Context: an optimization exercise on an open-source flow, tuned for small area. The choices shown serve that exercise and are no tape-out recipe. Only simulation tests tie the RTL to the original design; equivalence was not proved. No activity file was given, so power comes from the tool's default toggle rates.

==> flow/flow/run.sh <==
#!/bin/bash
# Standard ORFS layout (the standard.sh), with these changes to how it is made:
#  - synthesis maps the gate netlist with each ABC script in flow/abc_scripts.txt and
#    keeps the smallest mapping (flow/synth.tcl), and leaves adders as plain
#    gates for ABC instead of half/full adder cells (ADDER_MAP_FILE empty),
#  - the ports are buffered with the smallest buffer (buf_1),
set -euo pipefail
here=$(pwd)
sed "s|@ABC_SCRIPTS@|$here/flow/abc_scripts.txt|" flow/synth.tcl > $here/synth_custom.tcl
bash standard.sh \
    SYNTH_SCRIPT=$here/synth_custom.tcl \
    ADDER_MAP_FILE= \
    SYNTH_INSBUF=0 \
    "BUFFER_PORTS_ARGS=-buffer_cell sky130_fd_sc_hd__buf_1" \
    finish > standard.log 2>&1
==> flow/flow/abc_scripts.txt <==
# One ABC mapping script per line: "name: command; command; ..."
a1: strash; dch -f; amap; mfs3 -a; topo
a2: strash; amap; mfs3 -a; topo
a3: strash; dch -f; map -a; topo
a4: strash; &get -n; &dch -f; &nf -R 1000; &put; mfs3 -a; topo
a5: strash; dch -f; map -a; amap; mfs3 -a; topo
a6: strash; dch -f; amap -F 40 -A 40 -C 1000; mfs3 -a; topo
a7: strash; dch -f; amap; mfs3 -a; strash; dch -f; amap -F 40 -A 40 -C 1000; mfs3 -a; topo
a8: strash; dc2; dch -f; amap -F 40 -A 40 -C 1000; mfs3 -a; topo
a9: strash; dch -f; amap -F 100 -A 100 -C 2000; mfs3 -a; topo
b1: strash; &get -n; &dch -f; &nf -R 1000; &put; mfs3 -a; strash; dch -f; amap -F 40 -A 40 -C 1000; mfs3 -a; topo
b2: strash; dch -f; amap -F 40 -A 40 -C 1000; mfs3 -a; mfs3 -ae; topo
c1: strash; &get -n; &dc2; &put; dch -f; amap; mfs3 -a; topo
c2: strash; &get -n; &syn2; &put; dch -f; amap; mfs3 -a; topo
c3: strash; balance; rewrite; refactor; balance; rewrite -z; refactor -z; balance; dch -f; amap; mfs3 -a; topo
c4: strash; &get -n; &dch -f; &nf -R 1000; &put; mfs3 -a; topo
c5: strash; fraig; dch -f; amap; mfs3 -a; topo
c6: strash; &get -n; &dc2; &dc2; &put; dch -f; amap -F 40 -A 40 -C 1000; mfs3 -a; topo
c7: strash; resub -K 8; resub -K 10 -N 2; dch -f; amap; mfs3 -a; topo
c8: strash; &get -n; &dch -f; &if -K 6 -a; &mfs; &st; &put; dch -f; amap; mfs3 -a; topo
c9: strash; dch; amap; mfs3 -a; topo
d1: strash; amap -F 40 -A 40 -C 1000; mfs3 -a; topo
d2: strash; dch -f; amap -F 10 -A 10 -C 500; mfs3 -a; topo
d3: strash; dch -f; amap -F 200 -A 200 -C 5000; mfs3 -a; topo
d4: strash; dch -f -p; amap; mfs3 -a; topo
d5: strash; &get -n; &dch -f; &nf -R 1000 -p; &put; mfs3 -a; topo
d6: strash; &get -n; &dch -f -r; &nf -R 1000; &put; mfs3 -a; topo
d7: strash; &get -n; &synch2; &nf -R 1000; &put; mfs3 -a; topo
d8: strash; &get -n; &dch; &nf -R 2000 -a; &put; mfs3 -a; topo
d9: strash; dch -f; amap; mfs3 -a; mfs3 -ae; topo
e1: strash; &get -n; &dc2; &put; strash; &get -n; &dch -f; &nf -R 1000; &put; mfs3 -a; topo
e2: strash; &get -n; &dch -f; &nf -R 1000; &put; mfs3 -a; mfs3 -ae; topo
e3: strash; balance; rewrite; refactor; balance; rewrite -z; refactor -z; balance; &get -n; &dch -f; &nf -R 1000; &put; mfs3 -a; topo
e4: strash; dch -f; amap -F 40 -A 40 -C 1000; mfs3 -a; mfs3 -ae; topo
e5: strash; &get -n; &dch -f; &nf -R 1000 -E 10; &put; mfs3 -a; topo
==> flow/flow/synth.tcl <==
# The standard flow's synthesis script (synth_recipe.tcl), with ABC's mapping changed: the
# gate netlist is mapped with each script in flow/abc_scripts.txt (each trial in a yosys
# process of its own, so a script that fails is only skipped), and the
# mapping with the smallest cell area is kept.
proc synth {args} { yosys synth -nofsm -noshare {*}$args }
proc abc {args} {
  set i [lsearch -exact $args -script]
  set dir $::env(OBJECTS_DIR)/abc_trials
  file mkdir $dir
  set scripts {}
  set f [open @ABC_SCRIPTS@ r]
  foreach line [split [read $f] "\n"] {
    set line [string trim $line]
    if { $line eq "" || [string index $line 0] eq "#" } { continue }
    set k [string first ":" $line]
    set name [string trim [string range $line 0 [expr {$k - 1}]]]
    set body [string map {";" "\n"} [string range $line [expr {$k + 1}] end]]
    set g [open $dir/$name.abc w]
    puts $g [string trim $body]
    close $g
    lappend scripts $dir/$name.abc
  }
  close $f
  yosys write_rtlil $dir/pre_abc.il
  set lib_args {}
  foreach lib $::env(LIB_FILES) { lappend lib_args -liberty $lib }
  set best ""
  set best_area 1e12
  set results {}
  foreach s $scripts {
    set name [file rootname [file tail $s]]
    set a2 $args
    lset a2 [expr {$i + 1}] $s
    set cmd "read_rtlil $dir/pre_abc.il; abc $a2; tee -q -o $dir/$name.area stat $lib_args"
    if { [catch { exec yosys -q -l $dir/$name.log -p $cmd } err] } {
      puts "ABC mapping $name failed"
      continue
    }
    set f [open $dir/$name.area r]
    set txt [read $f]
    close $f
    if { ![regexp {Chip area for module[^:]*:\s*([0-9.eE+]+)} $txt -> area] } { continue }
    puts "ABC mapping $name: area $area"
    lappend results [list $s $area]
  }
  # A mapping far smaller than the others has lost logic: never keep one
  # below 70% of the largest result.
  set top 0
  foreach r $results { if { [lindex $r 1] > $top } { set top [lindex $r 1] } }
  foreach r $results {
    lassign $r s area
    if { $area < 0.7 * $top } {
      puts "ABC mapping [file tail $s] ignored (area $area is implausibly small)"
      continue
    }
    if { $area < $best_area } { set best_area $area; set best $s }
  }
  lset args [expr {$i + 1}] $best
  puts "ABC mapping kept: [file tail $best] (area $best_area)"
  yosys abc {*}$args
}
source $::env(SCRIPTS_DIR)/synth.tcl
# left out here: clear keep_hierarchy, flatten, clean up, hide names made inside functions, write 1_2_yosys.v
==> flow/standard.sh <==
#!/bin/bash
# synth_recipe.tcl (not shown) runs the flow's synth.tcl, then flattens the netlist and writes it again
# the make line also repeats each setting of config.mk as NAME=value (left out here)
make -C /OpenROAD-flow-scripts/flow DESIGN_CONFIG=/design/flow/config.mk WORK_HOME=/design/flow/orfs CLKGATE_MAP_FILE= SYNTH_SCRIPT=/design/flow/synth_recipe.tcl "${@:-finish}"
==> flow/config.mk <==
export PLATFORM = sky130hd
export DESIGN_NAME = game_over_screen
export DESIGN_NICKNAME = game_over_screen
export VERILOG_FILES = /design/flow/design.v
export SDC_FILE = /design/flow/constraint.sdc
export NUM_CORES = 4
export LEC_CHECK = 0
export CAP_MARGIN = 20
export CORE_MARGIN = 2
export CORE_UTILIZATION = 40
export CTS_BUF_LIST = sky130_fd_sc_hd__clkbuf_1
export GPL_TIMING_DRIVEN = 0
export SLEW_MARGIN = 20
==> flow/constraint.sdc <==
create_clock -name core_clock -period 25.0 [get_ports {clk}]
set_input_delay 5.0000 -clock core_clock [delete_from_list [all_inputs] [get_ports {clk}]]
set_output_delay 5.0000 -clock core_clock [all_outputs]
set_load 0.01 [all_outputs]
==> flow/design.v <==
`timescale 1ns/100ps
module pixel_color_stage(video_on, pixel_x, pixel_y, lit, white);
  input video_on;
  wire video_on;
  input [10:0] pixel_x;
  wire [10:0] pixel_x;
  input [10:0] pixel_y;
  wire [10:0] pixel_y;
  output lit;
  wire lit;
  output white;
  wire white;
  wire _0000_;
  wire _0001_;
  wire _0002_;
  wire _0003_;
  wire _0004_;
  wire _0005_;
  wire _0006_;
  wire _0007_;
  wire _0008_;
  wire _0009_;
  wire _0010_;
  wire _0011_;
  wire _0012_;
  wire _0013_;
  wire _0014_;
  wire _0015_;
  wire _0016_;
  wire _0017_;
  wire _0018_;
  wire _0019_;
  wire _0020_;
  wire _0021_;
  wire _0022_;
  wire _0023_;
  wire _0024_;
  wire _0025_;
  wire _0026_;
  wire _0027_;
  wire _0028_;
  wire _0029_;
  wire _0030_;
  wire _0031_;
  wire _0032_;
  wire _0033_;
  wire _0034_;
  wire _0035_;
  wire _0036_;
  wire _0037_;
  wire _0038_;
  wire _0039_;
  wire _0040_;
  wire _0041_;
  wire _0042_;
  wire _0043_;
  wire _0044_;
  wire _0045_;
  wire _0046_;
  wire _0047_;
  wire _0048_;
  wire _0049_;
  wire _0050_;
  wire _0051_;
  wire _0052_;
  wire _0053_;
  wire _0054_;
  wire _0055_;
  wire _0056_;
  wire _0057_;
  wire _0058_;
  wire _0059_;
  wire _0060_;
  wire _0061_;
  wire _0062_;
  wire _0063_;
  wire _0064_;
  wire _0065_;
  wire _0066_;
  wire _0067_;
  wire _0068_;
  wire _0069_;
  wire _0070_;
  wire _0071_;
  wire _0072_;
  wire _0073_;
  wire _0074_;
  wire _0075_;
  wire _0076_;
  wire _0077_;
  wire _0078_;
  wire _0079_;
  wire _0080_;
  wire _0081_;
  wire _0082_;
  wire _0083_;
  wire _0084_;
  wire _0085_;
  wire _0086_;
  wire _0087_;
  wire _0088_;
  wire _0089_;
  wire _0090_;
  wire _0091_;
  wire _0092_;
  wire _0093_;
  wire _0094_;
  wire _0095_;
  wire _0096_;
  wire _0097_;
  wire _0098_;
  wire _0099_;
  wire _0100_;
  wire _0101_;
  wire _0102_;
  wire _0103_;
  wire _0104_;
  wire _0105_;
  wire _0106_;
  wire _0107_;
  wire _0108_;
  wire _0109_;
  wire _0110_;
  wire _0111_;
  wire _0112_;
  wire _0113_;
  wire _0114_;
  wire _0115_;
  wire _0116_;
  wire _0117_;
  wire _0118_;
  wire _0119_;
  wire _0120_;
  wire _0121_;
  wire _0122_;
  wire _0123_;
  wire _0124_;
  wire _0125_;
  wire _0126_;
  wire _0127_;
  wire _0128_;
  wire _0129_;
  wire _0130_;
  wire _0131_;
  wire _0132_;
  wire _0133_;
  wire _0134_;
  wire _0135_;
  wire _0136_;
  wire _0137_;
  wire _0138_;
  wire _0139_;
  wire _0140_;
  wire _0141_;
  wire _0142_;
  wire _0143_;
  wire _0144_;
  wire _0145_;
  wire _0146_;
  wire _0147_;
  wire _0148_;
  wire _0149_;
  wire _0150_;
  wire _0151_;
  wire _0152_;
  wire _0153_;
  wire _0154_;
  wire _0155_;
  wire _0156_;
  wire _0157_;
  wire _0158_;
  wire _0159_;
  wire _0160_;
  wire _0161_;
  wire _0162_;
  wire _0163_;
  wire _0164_;
  wire _0165_;
  wire _0166_;
  wire _0167_;
  wire _0168_;
  wire _0169_;
  wire _0170_;
  wire _0171_;
  wire _0172_;
  wire _0173_;
  wire _0174_;
  wire _0175_;
  wire _0176_;
  wire _0177_;
  wire _0178_;
  wire _0179_;
  wire _0180_;
  wire _0181_;
  wire _0182_;
  wire _0183_;
  wire _0184_;
  wire _0185_;
  wire _0186_;
  wire _0187_;
  wire _0188_;
  wire _0189_;
  wire _0190_;
  wire _0191_;
  wire _0192_;
  wire _0193_;
  wire _0194_;
  wire _0195_;
  wire _0196_;
  wire _0197_;
  wire _0198_;
  wire _0199_;
  wire _0200_;
  wire _0201_;
  wire _0202_;
  wire _0203_;
  wire _0204_;
  wire _0205_;
  wire _0206_;
  wire _0207_;
  wire _0208_;
  wire _0209_;
  wire _0210_;
  wire _0211_;
  wire _0212_;
  wire _0213_;
  wire _0214_;
  wire _0215_;
  wire _0216_;
  wire _0217_;
  wire _0218_;
  wire _0219_;
  wire _0220_;
  wire _0221_;
  wire _0222_;
  wire _0223_;
  wire _0224_;
  wire _0225_;
  wire _0226_;
  wire _0227_;
  wire _0228_;
  wire _0229_;
  wire _0230_;
  wire _0231_;
  wire _0232_;
  wire _0233_;
  wire _0234_;
  wire _0235_;
  wire _0236_;
  wire _0237_;
  wire _0238_;
  wire _0239_;
  wire _0240_;
  wire _0241_;
  wire _0242_;
  wire _0243_;
  wire _0244_;
  wire _0245_;
  wire _0246_;
  wire _0247_;
  wire _0248_;
  wire _0249_;
  wire _0250_;
  wire _0251_;
  wire _0252_;
  wire _0253_;
  wire _0254_;
  wire _0255_;
  wire _0256_;
  wire _0257_;
  wire _0258_;
  wire _0259_;
  wire _0260_;
  wire _0261_;
  wire _0262_;
  wire _0263_;
  wire _0264_;
  wire _0265_;
  wire _0266_;
  wire _0267_;
  wire _0268_;
  wire _0269_;
  wire _0270_;
  wire _0271_;
  wire _0272_;
  wire _0273_;
  wire _0274_;
  wire _0275_;
  wire _0276_;
  wire _0277_;
  wire _0278_;
  wire _0279_;
  wire _0280_;
  wire _0281_;
  wire _0282_;
  wire _0283_;
  wire _0284_;
  wire _0285_;
  wire _0286_;
  wire _0287_;
  wire _0288_;
  wire _0289_;
  wire _0290_;
  wire _0291_;
  wire _0292_;
  wire _0293_;
  wire _0294_;
  wire _0295_;
  wire _0296_;
  wire _0297_;
  wire _0298_;
  wire _0299_;
  wire _0300_;
  wire _0301_;
  wire _0302_;
  wire _0303_;
  wire _0304_;
  wire _0305_;
  wire _0306_;
  wire _0307_;
  wire _0308_;
  wire _0309_;
  wire _0310_;
  wire _0311_;
  wire _0312_;
  wire _0313_;
  wire _0314_;
  wire _0315_;
  wire _0316_;
  wire _0317_;
  wire _0318_;
  wire _0319_;
  wire _0320_;
  wire _0321_;
  wire _0322_;
  wire _0323_;
  wire _0324_;
  wire _0325_;
  wire _0326_;
  wire _0327_;
  wire _0328_;
  wire _0329_;
  wire _0330_;
  wire _0331_;
  wire _0332_;
  wire _0333_;
  wire _0334_;
  wire _0335_;
  wire _0336_;
  wire _0337_;
  wire _0338_;
  wire _0339_;
  wire _0340_;
  wire _0341_;
  wire _0342_;
  wire _0343_;
  wire _0344_;
  wire _0345_;
  wire _0346_;
  wire _0347_;
  wire _0348_;
  wire _0349_;
  wire _0350_;
  wire _0351_;
  wire _0352_;
  wire _0353_;
  wire _0354_;
  wire _0355_;
  wire _0356_;
  wire _0357_;
  wire _0358_;
  wire _0359_;
  wire _0360_;
  wire _0361_;
  wire _0362_;
  wire _0363_;
  wire _0364_;
  wire _0365_;
  wire _0366_;
  wire _0367_;
  wire _0368_;
  wire _0369_;
  wire _0370_;
  wire _0371_;
  wire _0372_;
  wire _0373_;
  wire _0374_;
  wire _0375_;
  wire _0376_;
  wire _0377_;
  wire _0378_;
  wire _0379_;
  wire _0380_;
  wire _0381_;
  wire _0382_;
  wire _0383_;
  wire _0384_;
  wire _0385_;
  wire _0386_;
  wire _0387_;
  wire _0388_;
  wire _0389_;
  wire _0390_;
  wire _0391_;
  wire _0392_;
  wire _0393_;
  wire _0394_;
  wire _0395_;
  wire _0396_;
  wire _0397_;
  wire _0398_;
  wire _0399_;
  wire _0400_;
  wire _0401_;
  wire _0402_;
  wire _0403_;
  wire _0404_;
  wire _0405_;
  wire _0406_;
  wire _0407_;
  wire _0408_;
  wire _0409_;
  wire _0410_;
  wire _0411_;
  wire _0412_;
  wire _0413_;
  wire _0414_;
  wire _0415_;
  wire _0416_;
  wire _0417_;
  wire _0418_;
  wire _0419_;
  wire _0420_;
  wire _0421_;
  wire _0422_;
  wire _0423_;
  wire _0424_;
  wire _0425_;
  wire _0426_;
  wire _0427_;
  wire _0428_;
  wire _0429_;
  wire _0430_;
  wire _0431_;
  wire _0432_;
  wire _0433_;
  wire _0434_;
  wire _0435_;
  wire _0436_;
  wire _0437_;
  wire _0438_;
  wire _0439_;
  wire _0440_;
  wire _0441_;
  wire _0442_;
  wire _0443_;
  wire _0444_;
  wire _0445_;
  wire _0446_;
  wire _0447_;
  wire _0448_;
  wire _0449_;
  wire _0450_;
  wire _0451_;
  wire _0452_;
  wire _0453_;
  wire _0454_;
  wire _0455_;
  wire _0456_;
  wire _0457_;
  wire _0458_;
  wire _0459_;
  wire _0460_;
  wire _0461_;
  wire _0462_;
  wire _0463_;
  wire _0464_;
  wire _0465_;
  wire _0466_;
  wire _0467_;
  wire _0468_;
  wire _0469_;
  wire _0470_;
  wire _0471_;
  wire _0472_;
  wire _0473_;
  wire _0474_;
  wire _0475_;
  wire _0476_;
  wire _0477_;
  wire _0478_;
  wire _0479_;
  wire _0480_;
  wire _0481_;
  wire _0482_;
  wire _0483_;
  wire _0484_;
  wire _0485_;
  wire _0486_;
  wire _0487_;
  wire _0488_;
  wire _0489_;
  wire _0490_;
  wire _0491_;
  wire _0492_;
  wire _0493_;
  wire _0494_;
  wire _0495_;
  wire _0496_;
  wire _0497_;
  wire _0498_;
  wire _0499_;
  wire _0500_;
  wire _0501_;
  wire _0502_;
  wire _0503_;
  wire _0504_;
  wire _0505_;
  wire _0506_;
  wire _0507_;
  wire _0508_;
  wire _0509_;
  wire _0510_;
  wire _0511_;
  wire _0512_;
  wire _0513_;
  wire _0514_;
  wire _0515_;
  wire _0516_;
  wire _0517_;
  wire _0518_;
  wire _0519_;
  wire _0520_;
  wire _0521_;
  wire _0522_;
  wire _0523_;
  wire _0524_;
  wire _0525_;
  wire _0526_;
  wire _0527_;
  wire _0528_;
  wire _0529_;
  wire _0530_;
  wire _0531_;
  wire _0532_;
  wire _0533_;
  wire _0534_;
  wire _0535_;
  wire _0536_;
  wire _0537_;
  wire _0538_;
  wire _0539_;
  wire _0540_;
  wire _0541_;
  wire _0542_;
  wire _0543_;
  wire _0544_;
  wire _0545_;
  wire _0546_;
  wire _0547_;
  wire _0548_;
  wire _0549_;
  wire _0550_;
  wire _0551_;
  wire _0552_;
  wire _0553_;
  wire _0554_;
  wire _0555_;
  wire _0556_;
  wire _0557_;
  wire _0558_;
  wire _0559_;
  wire _0560_;
  wire _0561_;
  wire _0562_;
  wire _0563_;
  wire _0564_;
  wire _0565_;
  wire _0566_;
  wire _0567_;
  wire _0568_;
  wire _0569_;
  wire _0570_;
  wire _0571_;
  wire _0572_;
  wire _0573_;
  wire _0574_;
  wire _0575_;
  wire _0576_;
  wire _0577_;
  wire _0578_;
  wire _0579_;
  wire _0580_;
  wire _0581_;
  wire _0582_;
  wire _0583_;
  wire _0584_;
  wire _0585_;
  wire _0586_;
  wire _0587_;
  wire _0588_;
  wire _0589_;
  wire _0590_;
  wire _0591_;
  wire _0592_;
  wire _0593_;
  wire _0594_;
  wire _0595_;
  wire _0596_;
  wire _0597_;
  wire _0598_;
  wire _0599_;
  wire _0600_;
  wire _0601_;
  wire _0602_;
  wire _0603_;
  wire _0604_;
  wire _0605_;
  wire _0606_;
  wire _0607_;
  wire _0608_;
  wire _0609_;
  wire _0610_;
  wire _0611_;
  wire _0612_;
  wire _0613_;
  wire _0614_;
  wire _0615_;
  wire _0616_;
  wire _0617_;
  wire _0618_;
  wire _0619_;
  wire _0620_;
  wire _0621_;
  wire _0622_;
  wire _0623_;
  wire _0624_;
  wire _0625_;
  wire _0626_;
  wire _0627_;
  wire _0628_;
  wire _0629_;
  wire _0630_;
  wire _0631_;
  wire _0632_;
  wire _0633_;
  wire _0634_;
  wire _0635_;
  wire _0636_;
  wire _0637_;
  wire _0638_;
  wire _0639_;
  wire _0640_;
  wire _0641_;
  wire _0642_;
  wire _0643_;
  wire _0644_;
  wire _0645_;
  wire _0646_;
  wire _0647_;
  wire _0648_;
  wire _0649_;
  wire _0650_;
  wire _0651_;
  wire _0652_;
  wire _0653_;
  wire _0654_;
  wire _0655_;
  wire _0656_;
  wire _0657_;
  wire _0658_;
  wire _0659_;
  wire _0660_;
  wire _0661_;
  wire _0662_;
  wire _0663_;
  wire _0664_;
  wire _0665_;
  wire _0666_;
  wire _0667_;
  wire _0668_;
  wire _0669_;
  wire _0670_;
  wire _0671_;
  wire _0672_;
  wire _0673_;
  wire _0674_;
  wire _0675_;
  wire _0676_;
  wire _0677_;
  wire _0678_;
  wire _0679_;
  wire _0680_;
  wire _0681_;
  wire _0682_;
  wire _0683_;
  wire _0684_;
  wire _0685_;
  wire _0686_;
  wire _0687_;
  wire _0688_;
  wire _0689_;
  wire _0690_;
  wire _0691_;
  wire _0692_;
  wire _0693_;
  wire _0694_;
  wire _0695_;
  wire _0696_;
  wire _0697_;
  wire _0698_;
  wire _0699_;
  wire _0700_;
  wire _0701_;
  wire _0702_;
  wire _0703_;
  wire _0704_;
  wire _0705_;
  wire _0706_;
  wire _0707_;
  wire _0708_;
  wire _0709_;
  wire _0710_;
  wire _0711_;
  wire _0712_;
  wire _0713_;
  wire _0714_;
  wire _0715_;
  wire _0716_;
  wire _0717_;
  wire _0718_;
  wire _0719_;
  wire _0720_;
  assign _0159_ = ~pixel_x[3];
  assign _0170_ = ~pixel_x[4];
  assign _0181_ = _0170_ & _0159_;
  assign _0192_ = ~_0181_;
  assign _0203_ = pixel_x[4] & pixel_x[3];
  assign _0214_ = ~_0203_;
  assign _0225_ = _0214_ & _0192_;
  assign _0236_ = ~_0225_;
  assign _0247_ = ~pixel_x[2];
  assign _0258_ = ~pixel_x[1];
  assign _0269_ = _0258_ & _0247_;
  assign _0280_ = _0269_ & _0170_;
  assign _0291_ = ~_0280_;
  assign _0302_ = pixel_x[1] & pixel_x[2];
  assign _0313_ = _0302_ & pixel_x[4];
  assign _0324_ = ~_0313_;
  assign _0335_ = _0324_ & _0291_;
  assign _0346_ = ~pixel_x[6];
  assign _0357_ = _0346_ & _0159_;
  assign _0368_ = ~_0357_;
  assign _0379_ = pixel_x[6] & pixel_x[3];
  assign _0390_ = ~_0379_;
  assign _0401_ = _0390_ & _0368_;
  assign _0412_ = ~_0401_;
  assign _0423_ = _0412_ & _0335_;
  assign _0434_ = ~_0423_;
  assign _0445_ = _0434_ & _0236_;
  assign _0456_ = ~pixel_x[5];
  assign _0467_ = ~pixel_x[0];
  assign _0478_ = _0258_ & _0467_;
  assign _0489_ = ~_0478_;
  assign _0500_ = _0489_ & pixel_x[2];
  assign _0511_ = ~_0500_;
  assign _0522_ = _0511_ & _0456_;
  assign _0533_ = ~_0522_;
  assign _0544_ = pixel_x[1] & pixel_x[0];
  assign _0555_ = ~_0544_;
  assign _0566_ = _0555_ & _0247_;
  assign _0577_ = ~_0566_;
  assign _0588_ = _0577_ & pixel_x[5];
  assign _0599_ = ~_0588_;
  assign _0610_ = _0599_ & _0533_;
  assign _0621_ = ~_0610_;
  assign _0632_ = _0621_ & _0445_;
  assign _0643_ = pixel_y[4] & pixel_y[3];
  assign _0654_ = ~_0643_;
  assign _0665_ = ~pixel_y[4];
  assign _0676_ = ~pixel_y[2];
  assign _0687_ = pixel_y[0] & pixel_y[1];
  assign _0696_ = ~_0687_;
  assign _0697_ = _0696_ & _0676_;
  assign _0698_ = ~_0697_;
  assign _0699_ = _0698_ & _0665_;
  assign _0700_ = ~pixel_y[5];
  assign _0701_ = pixel_y[2] & pixel_y[3];
  assign _0702_ = _0701_ & pixel_y[1];
  assign _0703_ = ~_0702_;
  assign _0704_ = _0703_ & _0700_;
  assign _0705_ = _0704_ & _0699_;
  assign _0706_ = ~_0705_;
  assign _0707_ = _0706_ & _0654_;
  assign _0708_ = ~_0707_;
  assign _0709_ = _0708_ & _0632_;
  assign _0710_ = ~_0709_;
  assign _0711_ = _0665_ & pixel_y[6];
  assign _0712_ = ~_0711_;
  assign _0713_ = ~_0632_;
  assign _0714_ = _0478_ & _0247_;
  assign _0715_ = ~_0714_;
  assign _0716_ = _0544_ & pixel_x[2];
  assign _0717_ = ~_0716_;
  assign _0718_ = _0717_ & _0715_;
  assign _0719_ = _0718_ & _0423_;
  assign _0720_ = ~_0719_;
  assign _0000_ = _0720_ & _0713_;
  assign _0001_ = _0170_ & _0456_;
  assign _0002_ = ~_0001_;
  assign _0003_ = pixel_x[4] & pixel_x[5];
  assign _0004_ = ~_0003_;
  assign _0005_ = _0004_ & _0002_;
  assign _0006_ = _0005_ & _0445_;
  assign _0007_ = ~_0006_;
  assign _0008_ = ~pixel_y[1];
  assign _0009_ = _0676_ & _0008_;
  assign _0010_ = ~_0009_;
  assign _0011_ = _0687_ & pixel_y[2];
  assign _0012_ = ~_0011_;
  assign _0013_ = _0012_ & _0010_;
  assign _0014_ = ~pixel_y[3];
  assign _0015_ = _0014_ & pixel_y[6];
  assign _0016_ = _0015_ & _0013_;
  assign _0017_ = ~_0016_;
  assign _0018_ = _0017_ & _0007_;
  assign _0019_ = ~_0018_;
  assign _0020_ = pixel_x[4] & _0456_;
  assign _0021_ = _0247_ & _0159_;
  assign _0022_ = ~_0021_;
  assign _0023_ = _0022_ & _0020_;
  assign _0024_ = ~_0023_;
  assign _0025_ = pixel_x[2] & pixel_x[3];
  assign _0026_ = ~_0025_;
  assign _0027_ = _0170_ & pixel_x[5];
  assign _0028_ = _0027_ & _0026_;
  assign _0029_ = ~_0028_;
  assign _0030_ = _0029_ & _0024_;
  assign _0031_ = ~_0030_;
  assign _0032_ = _0676_ & _0014_;
  assign _0033_ = ~_0032_;
  assign _0034_ = ~pixel_y[0];
  assign _0035_ = _0008_ & _0014_;
  assign _0036_ = _0035_ & _0034_;
  assign _0037_ = ~_0036_;
  assign _0038_ = _0037_ & _0033_;
  assign _0039_ = ~_0701_;
  assign _0040_ = _0039_ & _0665_;
  assign _0041_ = _0040_ & _0038_;
  assign _0042_ = ~_0041_;
  assign _0043_ = _0042_ & _0017_;
  assign _0044_ = ~_0043_;
  assign _0045_ = _0044_ & _0031_;
  assign _0046_ = ~_0045_;
  assign _0047_ = _0046_ & _0019_;
  assign _0048_ = _0047_ & _0000_;
  assign _0049_ = ~_0048_;
  assign _0050_ = _0049_ & _0712_;
  assign _0051_ = ~_0050_;
  assign _0052_ = _0051_ & _0710_;
  assign _0053_ = ~_0052_;
  assign _0054_ = ~_0000_;
  assign _0055_ = ~pixel_y[6];
  assign _0056_ = pixel_y[4] & _0055_;
  assign _0057_ = ~_0056_;
  assign _0058_ = _0057_ & _0039_;
  assign _0059_ = ~_0058_;
  assign _0060_ = _0059_ & _0236_;
  assign _0061_ = ~_0060_;
  assign _0062_ = _0045_ & _0019_;
  assign _0063_ = ~_0062_;
  assign _0064_ = _0063_ & _0061_;
  assign _0065_ = ~_0064_;
  assign _0066_ = _0065_ & _0054_;
  assign _0067_ = ~_0066_;
  assign _0068_ = _0665_ & pixel_y[3];
  assign _0069_ = _0068_ & _0013_;
  assign _0070_ = ~_0069_;
  assign _0071_ = _0032_ & _0008_;
  assign _0072_ = ~_0071_;
  assign _0073_ = _0072_ & _0039_;
  assign _0074_ = ~_0073_;
  assign _0075_ = _0074_ & pixel_y[6];
  assign _0076_ = ~_0075_;
  assign _0077_ = _0700_ & _0055_;
  assign _0078_ = ~_0077_;
  assign _0079_ = _0078_ & _0703_;
  assign _0080_ = _0079_ & _0076_;
  assign _0081_ = ~_0080_;
  assign _0082_ = _0081_ & pixel_y[4];
  assign _0083_ = ~_0082_;
  assign _0084_ = _0083_ & _0070_;
  assign _0085_ = _0084_ & _0067_;
  assign _0086_ = _0085_ & _0053_;
  assign _0087_ = ~_0086_;
  assign _0088_ = pixel_y[4] & _0700_;
  assign _0089_ = _0088_ & _0701_;
  assign _0090_ = ~_0089_;
  assign _0091_ = pixel_y[5] & pixel_y[6];
  assign _0092_ = ~_0091_;
  assign _0093_ = _0092_ & _0078_;
  assign _0094_ = _0093_ & _0090_;
  assign _0095_ = ~_0094_;
  assign _0096_ = ~_0445_;
  assign _0097_ = ~_0038_;
  assign _0098_ = _0097_ & pixel_y[4];
  assign _0099_ = ~_0098_;
  assign _0100_ = _0071_ & _0034_;
  assign _0101_ = ~_0100_;
  assign _0102_ = ~_0035_;
  assign _0103_ = _0102_ & _0033_;
  assign _0104_ = _0103_ & _0711_;
  assign _0105_ = ~_0104_;
  assign _0106_ = _0698_ & pixel_y[3];
  assign _0107_ = ~_0106_;
  assign _0108_ = _0107_ & _0105_;
  assign _0109_ = _0108_ & _0101_;
  assign _0110_ = _0109_ & _0099_;
  assign _0111_ = ~_0110_;
  assign _0112_ = _0111_ & _0096_;
  assign _0113_ = ~_0112_;
  assign _0114_ = _0113_ & _0031_;
  assign _0115_ = ~_0114_;
  assign _0116_ = _0111_ & _0030_;
  assign _0117_ = ~_0116_;
  assign _0118_ = ~_0103_;
  assign _0119_ = _0118_ & pixel_y[4];
  assign _0120_ = ~_0119_;
  assign _0121_ = ~_0088_;
  assign _0122_ = _0103_ & _0121_;
  assign _0123_ = ~_0122_;
  assign _0124_ = _0123_ & _0120_;
  assign _0125_ = _0124_ & _0117_;
  assign _0126_ = _0125_ & _0115_;
  assign _0127_ = ~_0126_;
  assign _0128_ = _0127_ & _0095_;
  assign _0129_ = ~_0128_;
  assign _0130_ = _0159_ & _0456_;
  assign _0131_ = ~_0130_;
  assign _0132_ = _0131_ & _0002_;
  assign _0133_ = _0132_ & _0346_;
  assign _0134_ = ~_0133_;
  assign _0135_ = _0192_ & pixel_x[5];
  assign _0136_ = ~_0135_;
  assign _0137_ = _0136_ & pixel_x[6];
  assign _0138_ = ~_0137_;
  assign _0139_ = _0138_ & _0134_;
  assign _0140_ = ~_0139_;
  assign _0141_ = ~pixel_x[10];
  assign _0142_ = video_on & _0141_;
  assign _0143_ = ~pixel_y[10];
  assign _0144_ = ~pixel_y[9];
  assign _0145_ = _0144_ & _0143_;
  assign _0146_ = _0145_ & _0142_;
  assign _0147_ = ~pixel_x[7];
  assign _0148_ = _0147_ & pixel_x[8];
  assign _0149_ = ~pixel_x[9];
  assign _0150_ = ~pixel_y[8];
  assign _0151_ = pixel_y[7] & _0150_;
  assign _0152_ = _0151_ & _0149_;
  assign _0153_ = _0152_ & _0148_;
  assign _0154_ = _0153_ & _0146_;
  assign _0155_ = _0154_ & _0140_;
  assign _0156_ = _0155_ & _0129_;
  assign white = _0156_ & _0087_;
  assign _0157_ = _0014_ & _0055_;
  assign _0158_ = ~_0157_;
  assign _0160_ = _0158_ & pixel_y[1];
  assign _0161_ = ~_0160_;
  assign _0162_ = pixel_y[4] & pixel_y[6];
  assign _0163_ = ~_0162_;
  assign _0164_ = _0163_ & _0035_;
  assign _0165_ = ~_0164_;
  assign _0166_ = _0165_ & _0161_;
  assign _0167_ = ~_0166_;
  assign _0168_ = pixel_y[0] & pixel_y[6];
  assign _0169_ = ~_0168_;
  assign _0171_ = _0169_ & pixel_y[2];
  assign _0172_ = ~_0171_;
  assign _0173_ = _0168_ & _0676_;
  assign _0174_ = ~_0173_;
  assign _0175_ = _0034_ & _0055_;
  assign _0176_ = ~_0175_;
  assign _0177_ = _0176_ & _0174_;
  assign _0178_ = _0177_ & _0172_;
  assign _0179_ = ~_0178_;
  assign _0180_ = _0179_ & _0167_;
  assign _0182_ = ~_0180_;
  assign _0183_ = _0100_ & _0665_;
  assign _0184_ = _0183_ & pixel_y[5];
  assign _0185_ = ~_0184_;
  assign _0186_ = _0088_ & _0038_;
  assign _0187_ = ~_0186_;
  assign _0188_ = _0187_ & _0185_;
  assign _0189_ = _0176_ & _0676_;
  assign _0190_ = ~_0189_;
  assign _0191_ = _0190_ & _0188_;
  assign _0193_ = ~_0191_;
  assign _0194_ = ~_0188_;
  assign _0195_ = _0194_ & _0173_;
  assign _0196_ = ~_0195_;
  assign _0197_ = _0172_ & _0166_;
  assign _0198_ = _0197_ & _0196_;
  assign _0199_ = _0198_ & _0193_;
  assign _0200_ = ~_0199_;
  assign _0201_ = _0200_ & _0182_;
  assign _0202_ = ~_0201_;
  assign _0204_ = _0202_ & pixel_x[0];
  assign _0205_ = _0068_ & _0700_;
  assign _0206_ = _0205_ & _0698_;
  assign _0207_ = ~_0206_;
  assign _0208_ = ~_0699_;
  assign _0209_ = _0014_ & pixel_y[5];
  assign _0210_ = _0209_ & _0208_;
  assign _0211_ = ~_0210_;
  assign _0212_ = _0211_ & _0078_;
  assign _0213_ = _0212_ & _0110_;
  assign _0215_ = ~_0213_;
  assign _0216_ = _0215_ & _0207_;
  assign _0217_ = ~_0216_;
  assign _0218_ = _0217_ & pixel_x[2];
  assign _0219_ = ~_0218_;
  assign _0220_ = _0216_ & _0247_;
  assign _0221_ = ~_0220_;
  assign _0222_ = _0221_ & _0219_;
  assign _0223_ = _0676_ & _0700_;
  assign _0224_ = ~_0223_;
  assign _0226_ = _0224_ & pixel_y[3];
  assign _0227_ = _0226_ & _0202_;
  assign _0228_ = ~_0227_;
  assign _0229_ = _0213_ & _0708_;
  assign _0230_ = ~_0229_;
  assign _0231_ = _0697_ & pixel_y[4];
  assign _0232_ = ~_0231_;
  assign _0233_ = _0232_ & _0707_;
  assign _0234_ = _0233_ & _0215_;
  assign _0235_ = ~_0234_;
  assign _0237_ = _0235_ & _0230_;
  assign _0238_ = _0237_ & _0228_;
  assign _0239_ = _0238_ & pixel_x[1];
  assign _0240_ = _0201_ & _0467_;
  assign _0241_ = ~_0240_;
  assign _0242_ = _0241_ & _0239_;
  assign _0243_ = ~_0242_;
  assign _0244_ = _0243_ & _0222_;
  assign _0245_ = ~_0244_;
  assign _0246_ = _0245_ & _0204_;
  assign _0248_ = ~_0246_;
  assign _0249_ = _0107_ & _0057_;
  assign _0250_ = ~_0249_;
  assign _0251_ = _0643_ & _0055_;
  assign _0252_ = ~_0251_;
  assign _0253_ = _0252_ & _0250_;
  assign _0254_ = ~_0253_;
  assign _0255_ = _0254_ & _0105_;
  assign _0256_ = _0255_ & _0159_;
  assign _0257_ = ~_0256_;
  assign _0259_ = ~_0255_;
  assign _0260_ = _0259_ & pixel_x[3];
  assign _0261_ = ~_0260_;
  assign _0262_ = _0261_ & _0257_;
  assign _0263_ = ~_0262_;
  assign _0264_ = _0216_ & pixel_x[2];
  assign _0265_ = _0264_ & _0263_;
  assign _0266_ = ~_0265_;
  assign _0267_ = ~_0264_;
  assign _0268_ = _0267_ & _0262_;
  assign _0270_ = ~_0268_;
  assign _0271_ = _0270_ & _0266_;
  assign _0272_ = ~_0271_;
  assign _0273_ = _0236_ & pixel_y[3];
  assign _0274_ = ~_0273_;
  assign _0275_ = pixel_x[4] & _0014_;
  assign _0276_ = ~_0275_;
  assign _0277_ = _0276_ & _0274_;
  assign _0278_ = _0277_ & _0665_;
  assign _0279_ = ~_0278_;
  assign _0281_ = _0277_ & pixel_x[5];
  assign _0282_ = ~_0281_;
  assign _0283_ = _0282_ & pixel_y[4];
  assign _0284_ = ~_0283_;
  assign _0285_ = _0284_ & _0279_;
  assign _0286_ = _0285_ & _0272_;
  assign _0287_ = _0286_ & _0248_;
  assign _0288_ = ~_0287_;
  assign _0289_ = ~_0238_;
  assign _0290_ = _0289_ & _0258_;
  assign _0292_ = _0290_ & _0240_;
  assign _0293_ = ~_0292_;
  assign _0294_ = _0026_ & pixel_y[4];
  assign _0295_ = _0294_ & pixel_x[4];
  assign _0296_ = ~_0295_;
  assign _0297_ = ~_0020_;
  assign _0298_ = ~_0294_;
  assign _0299_ = _0298_ & _0297_;
  assign _0300_ = ~_0299_;
  assign _0301_ = _0300_ & _0296_;
  assign _0303_ = _0301_ & _0271_;
  assign _0304_ = _0303_ & _0293_;
  assign _0305_ = _0304_ & _0245_;
  assign _0306_ = ~_0305_;
  assign _0307_ = _0306_ & _0288_;
  assign _0308_ = ~_0307_;
  assign _0309_ = ~_0222_;
  assign _0310_ = ~_0290_;
  assign _0311_ = _0310_ & _0272_;
  assign _0312_ = _0311_ & _0309_;
  assign _0314_ = ~_0312_;
  assign _0315_ = _0314_ & _0700_;
  assign _0316_ = _0315_ & _0308_;
  assign _0317_ = ~_0316_;
  assign _0318_ = _0001_ & _0258_;
  assign _0319_ = ~_0318_;
  assign _0320_ = _0025_ & _0489_;
  assign _0321_ = ~_0320_;
  assign _0322_ = _0321_ & _0001_;
  assign _0323_ = ~_0322_;
  assign _0325_ = ~_0269_;
  assign _0326_ = _0203_ & pixel_x[5];
  assign _0327_ = _0326_ & _0325_;
  assign _0328_ = ~_0327_;
  assign _0329_ = _0328_ & _0323_;
  assign _0330_ = ~_0183_;
  assign _0331_ = _0280_ & _0467_;
  assign _0332_ = ~_0331_;
  assign _0333_ = _0332_ & _0135_;
  assign _0334_ = ~_0333_;
  assign _0336_ = _0103_ & pixel_y[4];
  assign _0337_ = ~_0336_;
  assign _0338_ = _0337_ & _0334_;
  assign _0339_ = _0338_ & _0330_;
  assign _0340_ = ~_0339_;
  assign _0341_ = _0340_ & _0055_;
  assign _0342_ = ~_0341_;
  assign _0343_ = _0342_ & _0329_;
  assign _0344_ = _0343_ & _0319_;
  assign _0345_ = _0344_ & _0317_;
  assign _0347_ = ~_0345_;
  assign _0348_ = _0130_ & _0467_;
  assign _0349_ = _0348_ & _0318_;
  assign _0350_ = ~_0349_;
  assign _0351_ = _0269_ & _0159_;
  assign _0352_ = ~_0351_;
  assign _0353_ = _0352_ & _0003_;
  assign _0354_ = ~_0353_;
  assign _0355_ = ~pixel_x[8];
  assign _0356_ = _0147_ & _0355_;
  assign _0358_ = _0356_ & _0346_;
  assign _0359_ = _0358_ & _0354_;
  assign _0360_ = _0359_ & _0350_;
  assign _0361_ = _0360_ & _0347_;
  assign _0362_ = ~_0361_;
  assign _0363_ = _0362_ & pixel_x[9];
  assign _0364_ = ~_0363_;
  assign _0365_ = ~white;
  assign _0366_ = ~_0068_;
  assign _0367_ = _0366_ & pixel_y[5];
  assign _0369_ = ~_0367_;
  assign _0370_ = ~_0205_;
  assign _0371_ = _0370_ & _0687_;
  assign _0372_ = _0371_ & _0369_;
  assign _0373_ = _0372_ & _0201_;
  assign _0374_ = ~_0373_;
  assign _0375_ = _0697_ & pixel_y[3];
  assign _0376_ = ~_0375_;
  assign _0377_ = _0258_ & pixel_x[0];
  assign _0378_ = ~_0377_;
  assign _0380_ = _0378_ & _0376_;
  assign _0381_ = _0380_ & _0374_;
  assign _0382_ = ~_0381_;
  assign _0383_ = pixel_x[2] & pixel_y[4];
  assign _0384_ = ~_0383_;
  assign _0385_ = _0247_ & _0665_;
  assign _0386_ = ~_0385_;
  assign _0387_ = _0386_ & _0384_;
  assign _0388_ = _0387_ & pixel_y[3];
  assign _0389_ = ~_0388_;
  assign _0391_ = _0389_ & _0033_;
  assign _0392_ = ~_0391_;
  assign _0393_ = ~_0372_;
  assign _0394_ = _0387_ & _0012_;
  assign _0395_ = ~_0394_;
  assign _0396_ = _0395_ & _0393_;
  assign _0397_ = _0396_ & _0392_;
  assign _0398_ = ~_0397_;
  assign _0399_ = ~_0387_;
  assign _0400_ = _0399_ & _0030_;
  assign _0402_ = ~_0400_;
  assign _0403_ = _0387_ & _0031_;
  assign _0404_ = ~_0403_;
  assign _0405_ = _0404_ & _0544_;
  assign _0406_ = _0405_ & _0402_;
  assign _0407_ = ~_0406_;
  assign _0408_ = _0407_ & _0398_;
  assign _0409_ = ~_0408_;
  assign _0410_ = _0409_ & _0382_;
  assign _0411_ = ~_0410_;
  assign _0413_ = _0031_ & pixel_x[1];
  assign _0414_ = ~_0413_;
  assign _0415_ = ~_0005_;
  assign _0416_ = _0415_ & _0258_;
  assign _0417_ = ~_0416_;
  assign _0418_ = _0417_ & _0414_;
  assign _0419_ = _0418_ & _0389_;
  assign _0420_ = ~_0419_;
  assign _0421_ = ~_0418_;
  assign _0422_ = _0399_ & _0014_;
  assign _0424_ = ~_0422_;
  assign _0425_ = _0424_ & _0421_;
  assign _0426_ = ~_0425_;
  assign _0427_ = _0426_ & _0420_;
  assign _0428_ = _0159_ & pixel_y[5];
  assign _0429_ = ~_0428_;
  assign _0430_ = pixel_x[3] & _0700_;
  assign _0431_ = ~_0430_;
  assign _0432_ = _0431_ & _0429_;
  assign _0433_ = _0005_ & _0247_;
  assign _0435_ = ~_0433_;
  assign _0436_ = _0435_ & _0384_;
  assign _0437_ = ~_0436_;
  assign _0438_ = _0437_ & _0432_;
  assign _0439_ = ~_0438_;
  assign _0440_ = ~_0432_;
  assign _0441_ = _0436_ & _0440_;
  assign _0442_ = ~_0441_;
  assign _0443_ = _0442_ & _0439_;
  assign _0444_ = ~_0443_;
  assign _0446_ = _0444_ & _0427_;
  assign _0447_ = _0446_ & _0381_;
  assign _0448_ = ~_0447_;
  assign _0449_ = _0427_ & _0409_;
  assign _0450_ = ~_0449_;
  assign _0451_ = _0450_ & _0443_;
  assign _0452_ = ~_0451_;
  assign _0453_ = _0452_ & _0448_;
  assign _0454_ = _0453_ & _0411_;
  assign _0455_ = ~_0454_;
  assign _0457_ = _0294_ & pixel_y[5];
  assign _0458_ = ~_0457_;
  assign _0459_ = _0458_ & _0055_;
  assign _0460_ = ~_0459_;
  assign _0461_ = _0460_ & _0456_;
  assign _0462_ = ~_0461_;
  assign _0463_ = _0181_ & _0247_;
  assign _0464_ = _0463_ & _0162_;
  assign _0465_ = ~_0464_;
  assign _0466_ = _0203_ & pixel_y[6];
  assign _0468_ = _0466_ & _0386_;
  assign _0469_ = ~_0468_;
  assign _0470_ = _0469_ & _0465_;
  assign _0471_ = _0470_ & _0462_;
  assign _0472_ = _0471_ & _0455_;
  assign _0473_ = _0472_ & _0130_;
  assign _0474_ = ~_0473_;
  assign _0475_ = _0136_ & _0355_;
  assign _0476_ = ~_0475_;
  assign _0477_ = _0476_ & _0474_;
  assign _0479_ = ~_0477_;
  assign _0480_ = _0479_ & pixel_x[7];
  assign _0481_ = _0202_ & _0467_;
  assign _0482_ = ~_0481_;
  assign _0483_ = _0482_ & pixel_x[1];
  assign _0484_ = ~_0483_;
  assign _0485_ = _0484_ & _0238_;
  assign _0486_ = ~_0485_;
  assign _0487_ = _0202_ & _0478_;
  assign _0488_ = ~_0487_;
  assign _0490_ = _0488_ & _0221_;
  assign _0491_ = _0490_ & _0486_;
  assign _0492_ = ~_0491_;
  assign _0493_ = _0492_ & _0219_;
  assign _0494_ = _0493_ & _0262_;
  assign _0495_ = ~_0494_;
  assign _0496_ = ~_0493_;
  assign _0497_ = _0496_ & _0263_;
  assign _0498_ = ~_0497_;
  assign _0499_ = ~_0239_;
  assign _0501_ = _0202_ & pixel_x[4];
  assign _0502_ = ~_0501_;
  assign _0503_ = _0502_ & _0241_;
  assign _0504_ = ~_0503_;
  assign _0505_ = _0504_ & _0499_;
  assign _0506_ = ~_0505_;
  assign _0507_ = _0506_ & _0311_;
  assign _0508_ = ~_0507_;
  assign _0509_ = _0310_ & _0204_;
  assign _0510_ = ~_0509_;
  assign _0512_ = _0262_ & _0258_;
  assign _0513_ = ~_0512_;
  assign _0514_ = _0513_ & _0238_;
  assign _0515_ = ~_0514_;
  assign _0516_ = _0124_ & _0170_;
  assign _0517_ = ~_0516_;
  assign _0518_ = _0517_ & _0566_;
  assign _0519_ = ~_0518_;
  assign _0520_ = _0519_ & _0192_;
  assign _0521_ = _0520_ & _0515_;
  assign _0523_ = _0521_ & _0510_;
  assign _0524_ = ~_0523_;
  assign _0525_ = _0524_ & _0508_;
  assign _0526_ = ~_0204_;
  assign _0527_ = _0217_ & _0526_;
  assign _0528_ = ~_0527_;
  assign _0529_ = _0528_ & _0525_;
  assign _0530_ = _0529_ & _0498_;
  assign _0531_ = ~_0530_;
  assign _0532_ = _0531_ & _0214_;
  assign _0534_ = ~_0532_;
  assign _0535_ = _0534_ & _0495_;
  assign _0536_ = ~_0535_;
  assign _0537_ = _0525_ & _0170_;
  assign _0538_ = ~_0537_;
  assign _0539_ = _0032_ & _0665_;
  assign _0540_ = ~_0539_;
  assign _0541_ = _0714_ & _0159_;
  assign _0542_ = ~_0541_;
  assign _0543_ = _0542_ & _0003_;
  assign _0545_ = ~_0543_;
  assign _0546_ = _0545_ & _0540_;
  assign _0547_ = ~_0546_;
  assign _0548_ = _0547_ & _0700_;
  assign _0549_ = ~_0548_;
  assign _0550_ = _0367_ & _0106_;
  assign _0551_ = ~_0550_;
  assign _0552_ = _0551_ & _0549_;
  assign _0553_ = _0552_ & _0055_;
  assign _0554_ = _0553_ & _0538_;
  assign _0556_ = _0554_ & _0536_;
  assign _0557_ = ~_0556_;
  assign _0558_ = ~_0463_;
  assign _0559_ = _0716_ & _0203_;
  assign _0560_ = ~_0559_;
  assign _0561_ = _0560_ & _0456_;
  assign _0562_ = _0561_ & _0558_;
  assign _0563_ = _0562_ & _0557_;
  assign _0564_ = ~_0563_;
  assign _0565_ = _0564_ & _0480_;
  assign _0567_ = ~_0565_;
  assign _0568_ = _0577_ & pixel_x[3];
  assign _0569_ = ~_0568_;
  assign _0570_ = _0569_ & _0355_;
  assign _0571_ = ~_0570_;
  assign _0572_ = ~_0348_;
  assign _0573_ = _0572_ & pixel_x[7];
  assign _0574_ = _0573_ & _0571_;
  assign _0575_ = _0574_ & _0337_;
  assign _0576_ = ~_0575_;
  assign _0578_ = ~_0552_;
  assign _0579_ = _0136_ & _0599_;
  assign _0580_ = ~_0579_;
  assign _0581_ = _0580_ & _0578_;
  assign _0582_ = ~_0581_;
  assign _0583_ = _0582_ & _0356_;
  assign _0584_ = ~_0583_;
  assign _0585_ = _0584_ & _0576_;
  assign _0586_ = ~_0585_;
  assign _0587_ = ~_0132_;
  assign _0589_ = _0587_ & _0335_;
  assign _0590_ = ~_0589_;
  assign _0591_ = _0590_ & _0586_;
  assign _0592_ = ~_0591_;
  assign _0593_ = _0148_ & _0192_;
  assign _0594_ = _0593_ & _0332_;
  assign _0595_ = ~_0594_;
  assign _0596_ = _0595_ & _0592_;
  assign _0597_ = ~_0596_;
  assign _0598_ = _0597_ & _0188_;
  assign _0600_ = ~_0598_;
  assign _0601_ = _0334_ & _0148_;
  assign _0602_ = _0601_ & _0194_;
  assign _0603_ = ~_0602_;
  assign _0604_ = _0319_ & pixel_x[8];
  assign _0605_ = ~_0604_;
  assign _0606_ = _0605_ & pixel_x[7];
  assign _0607_ = ~_0606_;
  assign _0608_ = _0607_ & _0329_;
  assign _0609_ = _0608_ & _0603_;
  assign _0611_ = ~_0609_;
  assign _0612_ = pixel_x[7] & pixel_x[8];
  assign _0613_ = _0612_ & _0577_;
  assign _0614_ = ~_0613_;
  assign _0615_ = ~_0356_;
  assign _0616_ = _0615_ & _0353_;
  assign _0617_ = _0616_ & _0614_;
  assign _0618_ = ~_0617_;
  assign _0619_ = _0618_ & _0611_;
  assign _0620_ = ~_0619_;
  assign _0622_ = _0620_ & _0600_;
  assign _0623_ = ~_0622_;
  assign _0624_ = _0623_ & pixel_x[6];
  assign _0625_ = _0624_ & _0567_;
  assign _0626_ = ~_0625_;
  assign _0627_ = _0480_ & _0343_;
  assign _0628_ = ~_0627_;
  assign _0629_ = _0463_ & _0456_;
  assign _0630_ = ~_0629_;
  assign _0631_ = _0545_ & pixel_x[7];
  assign _0633_ = ~_0631_;
  assign _0634_ = ~_0574_;
  assign _0635_ = _0634_ & _0149_;
  assign _0636_ = _0635_ & _0633_;
  assign _0637_ = ~_0636_;
  assign _0638_ = _0637_ & _0630_;
  assign _0639_ = _0429_ & _0170_;
  assign _0640_ = ~_0639_;
  assign _0641_ = _0640_ & _0022_;
  assign _0642_ = ~_0641_;
  assign _0644_ = _0642_ & _0558_;
  assign _0645_ = _0644_ & _0459_;
  assign _0646_ = ~_0645_;
  assign _0647_ = _0646_ & _0472_;
  assign _0648_ = ~_0647_;
  assign _0649_ = _0648_ & pixel_x[8];
  assign _0650_ = ~_0649_;
  assign _0651_ = _0650_ & _0638_;
  assign _0652_ = _0651_ & _0628_;
  assign _0653_ = ~_0652_;
  assign _0655_ = _0188_ & _0021_;
  assign _0656_ = ~_0655_;
  assign _0657_ = ~_0329_;
  assign _0658_ = _0194_ & _0022_;
  assign _0659_ = ~_0658_;
  assign _0660_ = _0659_ & _0657_;
  assign _0661_ = _0660_ & _0656_;
  assign _0662_ = ~_0661_;
  assign _0663_ = _0662_ & pixel_x[7];
  assign _0664_ = ~_0663_;
  assign _0666_ = ~_0638_;
  assign _0667_ = _0337_ & _0188_;
  assign _0668_ = ~_0667_;
  assign _0669_ = _0668_ & pixel_x[8];
  assign _0670_ = ~_0669_;
  assign _0671_ = _0670_ & _0666_;
  assign _0672_ = ~_0671_;
  assign _0673_ = _0672_ & _0561_;
  assign _0674_ = _0673_ & _0664_;
  assign _0675_ = ~_0674_;
  assign _0677_ = _0675_ & _0346_;
  assign _0678_ = _0677_ & _0653_;
  assign _0679_ = ~_0678_;
  assign _0680_ = _0162_ & _0702_;
  assign _0681_ = ~_0680_;
  assign _0682_ = ~_0093_;
  assign _0683_ = _0252_ & _0682_;
  assign _0684_ = ~_0683_;
  assign _0685_ = ~pixel_y[7];
  assign _0686_ = _0685_ & pixel_y[8];
  assign _0688_ = _0686_ & _0146_;
  assign _0689_ = _0688_ & _0684_;
  assign _0690_ = _0689_ & _0681_;
  assign _0691_ = _0690_ & _0679_;
  assign _0692_ = _0691_ & _0626_;
  assign _0693_ = ~_0692_;
  assign _0694_ = _0693_ & _0365_;
  assign _0695_ = ~_0694_;
  assign lit = _0695_ & _0364_;
endmodule
`timescale 1ns/100ps
module game_over_screen
(
    input  logic        clk,
    input  logic        arst_n,
    input  logic        video_on,
    input  logic [10:0] pixel_x,
    input  logic [10:0] pixel_y,
    output logic [4:0]  vga_rgb
);
    logic lit_d;             
    logic white_d;           
    logic lit_q;             
    logic white_q;
    logic lit_o;             
    logic white_o;
    pixel_color_stage u_pix (
        .video_on (video_on),
        .pixel_x  (pixel_x),
        .pixel_y  (pixel_y),
        .lit      (lit_d),
        .white    (white_d)
    );
    always_ff @(posedge clk or negedge arst_n) begin
        if (!arst_n) begin
            lit_q   <= 1'b0;
            white_q <= 1'b0;
            lit_o   <= 1'b0;
            white_o <= 1'b0;
        end else begin
            lit_q   <= lit_d;
            white_q <= white_d;
            lit_o   <= lit_q;
            white_o <= white_q;
        end
    end
    assign vga_rgb = {lit_o, lit_o, white_o, white_o, white_o};
endmodule
==> flow_summary.json <==
{
  "status": "complete, no violations",
  "cp.arrival_ps": 10270,
  "synthFlopType": "dfrtp_1",
  "finalCritPeriodShare": 0.404,
  "hpwlAfterDp_um": 3500,
  "cts_tree": "yes",
  "synth.area.top_cells": "o21ai_0 12%, nor2_1 9.5%, a21oi_1 9.3%",
  "synth-seq-cells": 4,
  "synth_top_cell_by_area": "o21ai_0",
  "via_per_inst": 6.39,
  "ant_nets": 0,
  "fin_cells": 303,
  "ctsHtreeMaxLevel": 1,
  "antenna_found_initial": 0,
  "start_kind": "input port",
  "final_area_mm2": 0.00152,
  "hold_buffers": 0,
  "period_needed_ps": 10110,
  "insertion_delay_ps": 230,
  "worstMarginPinSlew_ps": 1080,
  "p_leak_nw": 0.521,
  "wire_per_inst_um": 15.4,
  "coreArea_mm2": 0.00328,
  "synth_cell_type_count": 46,
  "avgSynthCellArea_um2": 5.98,
  "slew_headroom": 0.282,
  "fin_skew_ps": 0.0277,
  "syn_inst": 225,
  "start_util": 0.410,
  "power_density_mw_per_mm2": 28.3,
  "placedCellCount": 300,
  "cts_max_path_buffers": 2,
  "syn_nets": 250,
  "required_ps": 25160,
  "cts_sinks": 4,
  "setup_viol": 0,
  "cts-resized-gates": 0,
  "drv_slew": 0,
  "track_usage": 0.253,
  "vias": 1936,
  "path_class": "in2reg",
  "syn_area_mm2": 0.00135,
  "clk_pin_slew_ps": 80,
  "cp_max_fo": 26,
  "drt-pass1-iter-count": 6,
  "timing.max_cap.violations": 0,
  "vdd_ir_drop_max_v": 0.0000118,
  "antenna_cells": 0,
  "num_rows": 21,
  "hold_ws_ps": 354,
  "cts_inserted_buffers": 3,
  "synth_warnings": 1,
  "drc": 0,
  "syn2layout_area_growth_pct": 13.2,
  "end_kind": "register",
  "yosysSeqAreaShare": 0.0744,
  "synth_top_area_share": 0.115,
  "dieArea_mm2": 0.00384,
  "io_pins": 30,
  "grt-ovfl-total": 0,
  "drt_iter0_drc": 215,
  "rsz0062_at_grt": "false",
  "ctsRootBufferMaster": "clkbuf_1",
  "die_w_um": 62.0,
  "grt_pass1_wl_um": 7470,
  "grt_max_degree": 27,
  "grt_pass1_vias": 1595,
  "max_clock_freq_mhz": 99.0,
  "post_cts_buffers": 0,
  "chipHeight_um": 62.0,
  "hold_viol": 0,
  "finalSetupTns_ps": 0,
  "synth_edf_count": 0,
  "min_path_type": "reg2reg",
  "routabilityCongestion": 0.941,
  "wl_um": 4650,
  "io_buffers": 29,
  "drive_gt1_frac": 0,
  "synthArstFlopShare": 1.00,
  "nets": 284,
  "placed_cell_area_mm2": 0.00151
}
==> placed cells by master, fill, tap and decap left out, drive strengths merged, types with 2 or more instances in the layout <==
| master | count |
|---|---|
| nand2b | 4 |
| and2 | 3 |
| a21boi | 2 |
| a211oi | 3 |
| nand2 | 28 |
| buf | 29 |
| dfrtp | 4 |
| xnor2 | 2 |
| clkinv | 9 |
| nand3 | 7 |
| o32ai | 2 |
| o2111ai | 2 |
| a2111oi | 3 |
| a21o | 4 |
| o21a | 3 |
| o221ai | 3 |
| o211ai | 3 |
| nor2 | 34 |
| nor4 | 3 |
| o31ai | 3 |
| a22oi | 3 |
| a31oi | 8 |
| clkbuf | 3 |
| a21oi | 25 |
| or2 | 2 |
| nor3 | 3 |
| a211o | 4 |
| xor2 | 6 |
| and3 | 2 |
| o21ai | 31 |
| a221oi | 2 |
==> Yosys cell counts (4+ instances only) <==
cell type   n
o21ai_0    31
a211o_1     4
clkinv_1    9
nand3_1     7
a21oi_1    25
dfrtp_1     4
a31oi_1     8
nand2_1    28
a21o_1      4
nor2_1     34
nand2b_1    4
xor2_1      6
==> stage by stage <==
stage	worst slack, ps	power (mW)	util
after CTS	15120	0.0424	0.464
after floorplan	16530	0.0275	-
after global routing	14390	0.0478	0.464
final	14900	0.0431	0.464
after global placement	14840	0.0378	0.460
after detailed placement	14880	0.0377	0.460
==> final timing paths <==
kind	start	cells past startpoint	slack [ps]	endpoint
setup / recovery	pixel_y[4]	18	14900	lit_q$_DFF_PN0_
hold / removal	white_q$_DFF_PN0_	0	350	white_o$_DFF_PN0_
setup reg to reg	lit_q$_DFF_PN0_	0	24530	lit_o$_DFF_PN0_
hold reg to reg	white_q$_DFF_PN0_	0	350	white_o$_DFF_PN0_
max in group asynchronous	arst_n	1	20250	white_o$_DFF_PN0_
min in group asynchronous	arst_n	1	4570	lit_q$_DFF_PN0_
==> logic make-up (layout without fill, tap and decap cells) <==
family,Yosys count,in the layout,synth area share
muxes,2,2,0.0158
xor gates and xnor gates,8,8,0.0521
DFF,4,4,0.0744
AOI/OAI and AO/OA,109,109,0.519
and+or+nand+nor,93,93,0.313
buffers and inverters,9,41,0.0251
==> power breakdown <==
| group | total [mW] | leakage, nW | switching [mW] | internal [mW] |
|---|---|---|---|---|
| clock | 0.00452 | 0.00354 | 0.00256 | 0.00196 |
| sequential | 0.00650 | 0.0559 | 0.00000451 | 0.00649 |
| combinational | 0.0321 | 0.461 | 0.0210 | 0.0111 |
| total | 0.0431 | 0.521 | 0.0235 | 0.0195 |
==> sequential cells by signal, summed over array words and instances, names as in the netlist <==
signal   cells
white_o      1
lit_q        1
lit_o        1
white_q      1
==> routing by layer <==
layer / wire (um) / vias to the layer above / global-route usage
met2: 2130 / 116 / 0.402
met1: 2070 / 865 / 0.358
met5: 0 / - / 0
met3: 420 / 6 / 0.0414
met4: 42 / 0 / 0.0547
li1: - / 949 / -
==> worst max-delay path: stages <==
cell	delay, ps
buf_1	780
nor2b_1	140
and2_0	200
a2111oi_0	780
o211a_1	370
a211o_1	140
o21ai_0	300
a221oi_1	700
nor2_1	150
a211oi_1	260
a21oi_1	80
o221ai_1	80
a22oi_1	90
a2111oi_0	580
nor4_1	130
o221ai_1	240
a21oi_1	90
a21oi_1	140
==> final cells by class <==
type                       count  area, um^2
tap                           46        57.6
fill                         369        1760
clock buffer                   3        11.3
multi-input combinational    212        1210
inverter                       9        33.8
sequential                     4         100
timing repair buffer          29         109

port drivers added, routing unchanged:
The flow's constraints put no driver on any port. The routed layout listed below was extracted and timed again, unchanged, in two steps. Step 1: set_driving_cell puts a clkbuf_16 on clk and a buf_2 on each other input, an assumption about the parent block. Step 2 also shifts input and output timing later by t, the mid clock arrival at the registers, as if the neighbouring blocks saw the same clock. a / b / c = ideal ports / drivers / drivers and shift; a / b = the first two.
shift t [ns]: 0.244
setup slack, ns: 14.895 / 14.882 / 14.638
worst hold slack (ns): 0.354 / 0.354 / 0.354
worst setup path after step 2: input to register
latest minus earliest clock arrival (ns): 0.007 / 0.008
After both steps setup and hold are still met in this run. The setup slack of this run moves by -0.013 ns with the drivers and by -0.257 ns with both steps.
